This design comes from an exercise in tuning for small area and a short achievable clock period on the open sky130 flow, not from production work. Where RTL was checked, it was by simulation tests only, not by an equivalence proof against the original. No activity file was given, so power comes from the tool's default toggle rates.

==> module nested_addr_gen, before the edit <==
module nested_addr_gen (
    input  logic                            clk,
    input  logic                            init_pulse,
    input  copy_types_pkg::addr_pattern_t   pattern,
    input  logic                            step,
    output logic [copy_cfg_pkg::ADDR_W-1:0] addr
);
    localparam int ND = copy_cfg_pkg::NUM_DIMS;
    localparam int AW = copy_cfg_pkg::ADDR_W;
    logic [AW-1:0]          base_q;
    logic [AW-1:0]          back_q;     
    logic [ND-1:0][AW-1:0]  size_q;
    logic [ND-1:0]          tiny_q;     
    logic [ND-1:0][AW-1:0]  cnt_q;      
    logic [ND-1:0]          last_q;     
    logic [ND-1:0]          pen_q;      
    logic [ND-1:0][AW-1:0]  jmp_q;      
    logic [ND-1:0]          jmp_ok;
    logic [ND-1:0]          sel_q;      
    logic [AW-1:0]          jn_q;       
    logic                   okn_q;      
    logic [ND-1:0]          below;      
    logic [ND-1:0]          last_nx;
    logic [ND-1:0]          ok_nx;
    logic [ND-1:0]          sel_nx;
    logic [AW-1:0]          jn_nx;
    logic                   okn_nx;
    always_comb begin
        logic seen;
        seen = 1'b0;
        for (int d = 0; d < ND; d++) begin
            seen     = seen | sel_q[d];
            below[d] = ~seen;
        end
    end
    always_comb begin
        for (int d = 0; d < ND; d++) begin
            last_nx[d] = last_q[d];
            ok_nx[d]   = jmp_ok[d];
            if (step) begin
                if (below[d])      last_nx[d] = tiny_q[d];
                else if (sel_q[d]) last_nx[d] = pen_q[d];
                if (sel_q[d])      ok_nx[d]   = 1'b1;
            end
        end
    end
    always_comb begin
        logic carry;
        carry = 1'b1;
        for (int d = 0; d < ND; d++) begin
            sel_nx[d] = carry & ~last_nx[d];
            carry     = carry & last_nx[d];
        end
    end
    always_comb begin
        jn_nx  = '0;
        okn_nx = 1'b0;
        for (int d = 0; d < ND; d++) begin
            jn_nx  = jn_nx | ({AW{sel_nx[d]}} & jmp_q[d]);
            okn_nx = okn_nx | (sel_nx[d] & ok_nx[d]);
        end
    end
    always_ff @(posedge clk) begin
        if (init_pulse) begin
            base_q <= pattern.base;
            addr   <= pattern.base;
            back_q <= '0;
            size_q <= pattern.size;
            cnt_q  <= pattern.size;
            jmp_q  <= pattern.stride;
            jmp_ok <= '0;
            for (int d = 0; d < ND; d++) begin
                tiny_q[d] <= (pattern.size[d][AW-1:1] == '0);
                last_q[d] <= (pattern.size[d][AW-1:1] == '0);
                pen_q[d]  <= (pattern.size[d] == AW'(2));
            end
        end else begin
            last_q <= last_nx;
            jmp_ok <= ok_nx;
            if (step) begin
                addr   <= (okn_q ? addr : base_q) + jn_q;
                back_q <= (okn_q ? back_q : '0) - jn_q;
                for (int d = 0; d < ND; d++) begin
                    if (below[d]) begin
                        cnt_q[d] <= size_q[d];
                        pen_q[d] <= (size_q[d] == AW'(2));
                    end else if (sel_q[d]) begin
                        cnt_q[d] <= cnt_q[d] - 1'b1;
                        pen_q[d] <= (cnt_q[d] == AW'(3));
                    end
                    if (sel_q[d] & ~jmp_ok[d]) jmp_q[d] <= back_q + jn_q;
                end
            end
        end
    end
    always_ff @(posedge clk) begin
        sel_q <= sel_nx;
        jn_q  <= jn_nx;
        okn_q <= okn_nx;
    end
endmodule
Settings: LEC_CHECK=0, ABC_CLOCK_PERIOD_IN_PS=2700, CAP_MARGIN=20, CORE_AREA=5 5 505 505, DIE_AREA=0 0 510 510, SETUP_SLACK_MARGIN=2.6, SLEW_MARGIN=20; clock period 5.3 ns.
standard.sh (not shown) runs the stock make flow with config.mk's settings and CLKGATE_MAP_FILE= SYNTH_SCRIPT=/design/flow/synth_recipe.tcl, a recipe that flattens the netlist after the stock synthesis.
==> flow/flow/run.sh <==
#!/bin/bash
# The standard layout, with two changes: the port buffers are the smallest
# buffer (the resizer upsizes the ones on critical paths), and CTS adds no
# dummy loads. The make output goes to flow.log; ORFS keeps each step's log
# under orfs/logs/.
set -uo pipefail
export BUFFER_PORTS_ARGS="-buffer_cell sky130_fd_sc_hd__buf_1"
export CTS_ARGS="-sink_clustering_enable -repair_clock_nets -dont_use_dummy_load"
bash standard.sh > flow.log 2>&1
Then changed:
--- a/flow/design.v
+++ b/flow/design.v
@@ -53,42 +53,43 @@
     output logic [copy_cfg_pkg::ADDR_W-1:0] addr
 );
     localparam int ND = copy_cfg_pkg::NUM_DIMS;
     localparam int AW = copy_cfg_pkg::ADDR_W;
     logic [AW-1:0]          base_q;
-    logic [AW-1:0]          back_q;     
     logic [ND-1:0][AW-1:0]  size_q;
-    logic [ND-1:0]          tiny_q;     
     logic [ND-1:0][AW-1:0]  cnt_q;      
     logic [ND-1:0]          last_q;     
-    logic [ND-1:0]          pen_q;      
     logic [ND-1:0][AW-1:0]  jmp_q;      
     logic [ND-1:0]          jmp_ok;
     logic [ND-1:0]          sel_q;      
     logic [AW-1:0]          jn_q;       
     logic                   okn_q;      
     logic [ND-1:0]          below;      
+    logic [ND-1:0]          tiny;      
     logic [ND-1:0]          last_nx;
     logic [ND-1:0]          ok_nx;
     logic [ND-1:0]          sel_nx;
     logic [AW-1:0]          jn_nx;
     logic                   okn_nx;
+    logic [AW-1:0]          nxt;
+    logic [AW-1:0]          new_jmp;
     always_comb begin
         logic seen;
         seen = 1'b0;
         for (int d = 0; d < ND; d++) begin
             seen     = seen | sel_q[d];
             below[d] = ~seen;
+            tiny[d] = (size_q[d][AW-1:1] == '0);
         end
     end
     always_comb begin
         for (int d = 0; d < ND; d++) begin
             last_nx[d] = last_q[d];
             ok_nx[d]   = jmp_ok[d];
             if (step) begin
-                if (below[d])      last_nx[d] = tiny_q[d];
-                else if (sel_q[d]) last_nx[d] = pen_q[d];
+                if (below[d])      last_nx[d] = tiny[d];
+                else if (sel_q[d]) last_nx[d] = (cnt_q[d] == AW'(2));
                 if (sel_q[d])      ok_nx[d]   = 1'b1;
             end
         end
     end
     always_comb begin
@@ -105,39 +106,31 @@
         for (int d = 0; d < ND; d++) begin
             jn_nx  = jn_nx | ({AW{sel_nx[d]}} & jmp_q[d]);
             okn_nx = okn_nx | (sel_nx[d] & ok_nx[d]);
         end
     end
+    assign nxt     = (okn_q ? addr : base_q) + jn_q;
+    assign new_jmp = (base_q - addr) + jn_q;
     always_ff @(posedge clk) begin
         if (init_pulse) begin
             base_q <= pattern.base;
             addr   <= pattern.base;
-            back_q <= '0;
             size_q <= pattern.size;
             cnt_q  <= pattern.size;
             jmp_q  <= pattern.stride;
             jmp_ok <= '0;
-            for (int d = 0; d < ND; d++) begin
-                tiny_q[d] <= (pattern.size[d][AW-1:1] == '0);
+            for (int d = 0; d < ND; d++)
                 last_q[d] <= (pattern.size[d][AW-1:1] == '0);
-                pen_q[d]  <= (pattern.size[d] == AW'(2));
-            end
         end else begin
             last_q <= last_nx;
             jmp_ok <= ok_nx;
             if (step) begin
-                addr   <= (okn_q ? addr : base_q) + jn_q;
-                back_q <= (okn_q ? back_q : '0) - jn_q;
+                addr <= nxt;
                 for (int d = 0; d < ND; d++) begin
-                    if (below[d]) begin
-                        cnt_q[d] <= size_q[d];
-                        pen_q[d] <= (size_q[d] == AW'(2));
-                    end else if (sel_q[d]) begin
-                        cnt_q[d] <= cnt_q[d] - 1'b1;
-                        pen_q[d] <= (cnt_q[d] == AW'(3));
-                    end
-                    if (sel_q[d] & ~jmp_ok[d]) jmp_q[d] <= back_q + jn_q;
+                    if (below[d])      cnt_q[d] <= size_q[d];
+                    else if (sel_q[d]) cnt_q[d] <= cnt_q[d] - 1'b1;
+                    if (sel_q[d] & ~jmp_ok[d]) jmp_q[d] <= new_jmp;
                 end
             end
         end
     end
     always_ff @(posedge clk) begin
Result: Clock skew climbs by 23 ps. Maximum frequency goes down by roughly a tenth. Design area is lower slightly. Sequential cell count came out lower by 56. First-iteration DRC count shrinks by about a fifth. Combinational power rose by well over a third. Cell count is lower slightly. Global-route usage grows by 0.36 points. Clock-buffer cell count drops by 5.
No functional check of the RTL was part of the first run of this note.

## static timing again, ports no longer ideal
In the flow no input, the clock included, has a driving cell. The finished layouts below were timed again as built, in two steps.
Step 1 sets driving cells, clkbuf_16 on the clock port and buf_2 on the other inputs (assumed; they add their load-dependent delay and slew).
Step 2 times the ports against the registers' clock, not the clock port: input delays grow and output delays shrink by t, the midpoint of the rising clock arrivals with the driver on.
a / b / c = no drivers / after step 1 / after step 2; a / b = the first two.
run	t (ns)	setup WS [ns]	worst register clock-pin slew, ns
the first run	0.881	2.441 / 2.441 / 1.875	0.06 / 0.06
the second run	0.864	2.149 / 2.149 / 1.821	0.06 / 0.06
After both steps every run listed still meets setup and hold. For the first run, which loses most, drivers alone change the setup slack by 0.000 ns; drivers and shift together by -0.566 ns.
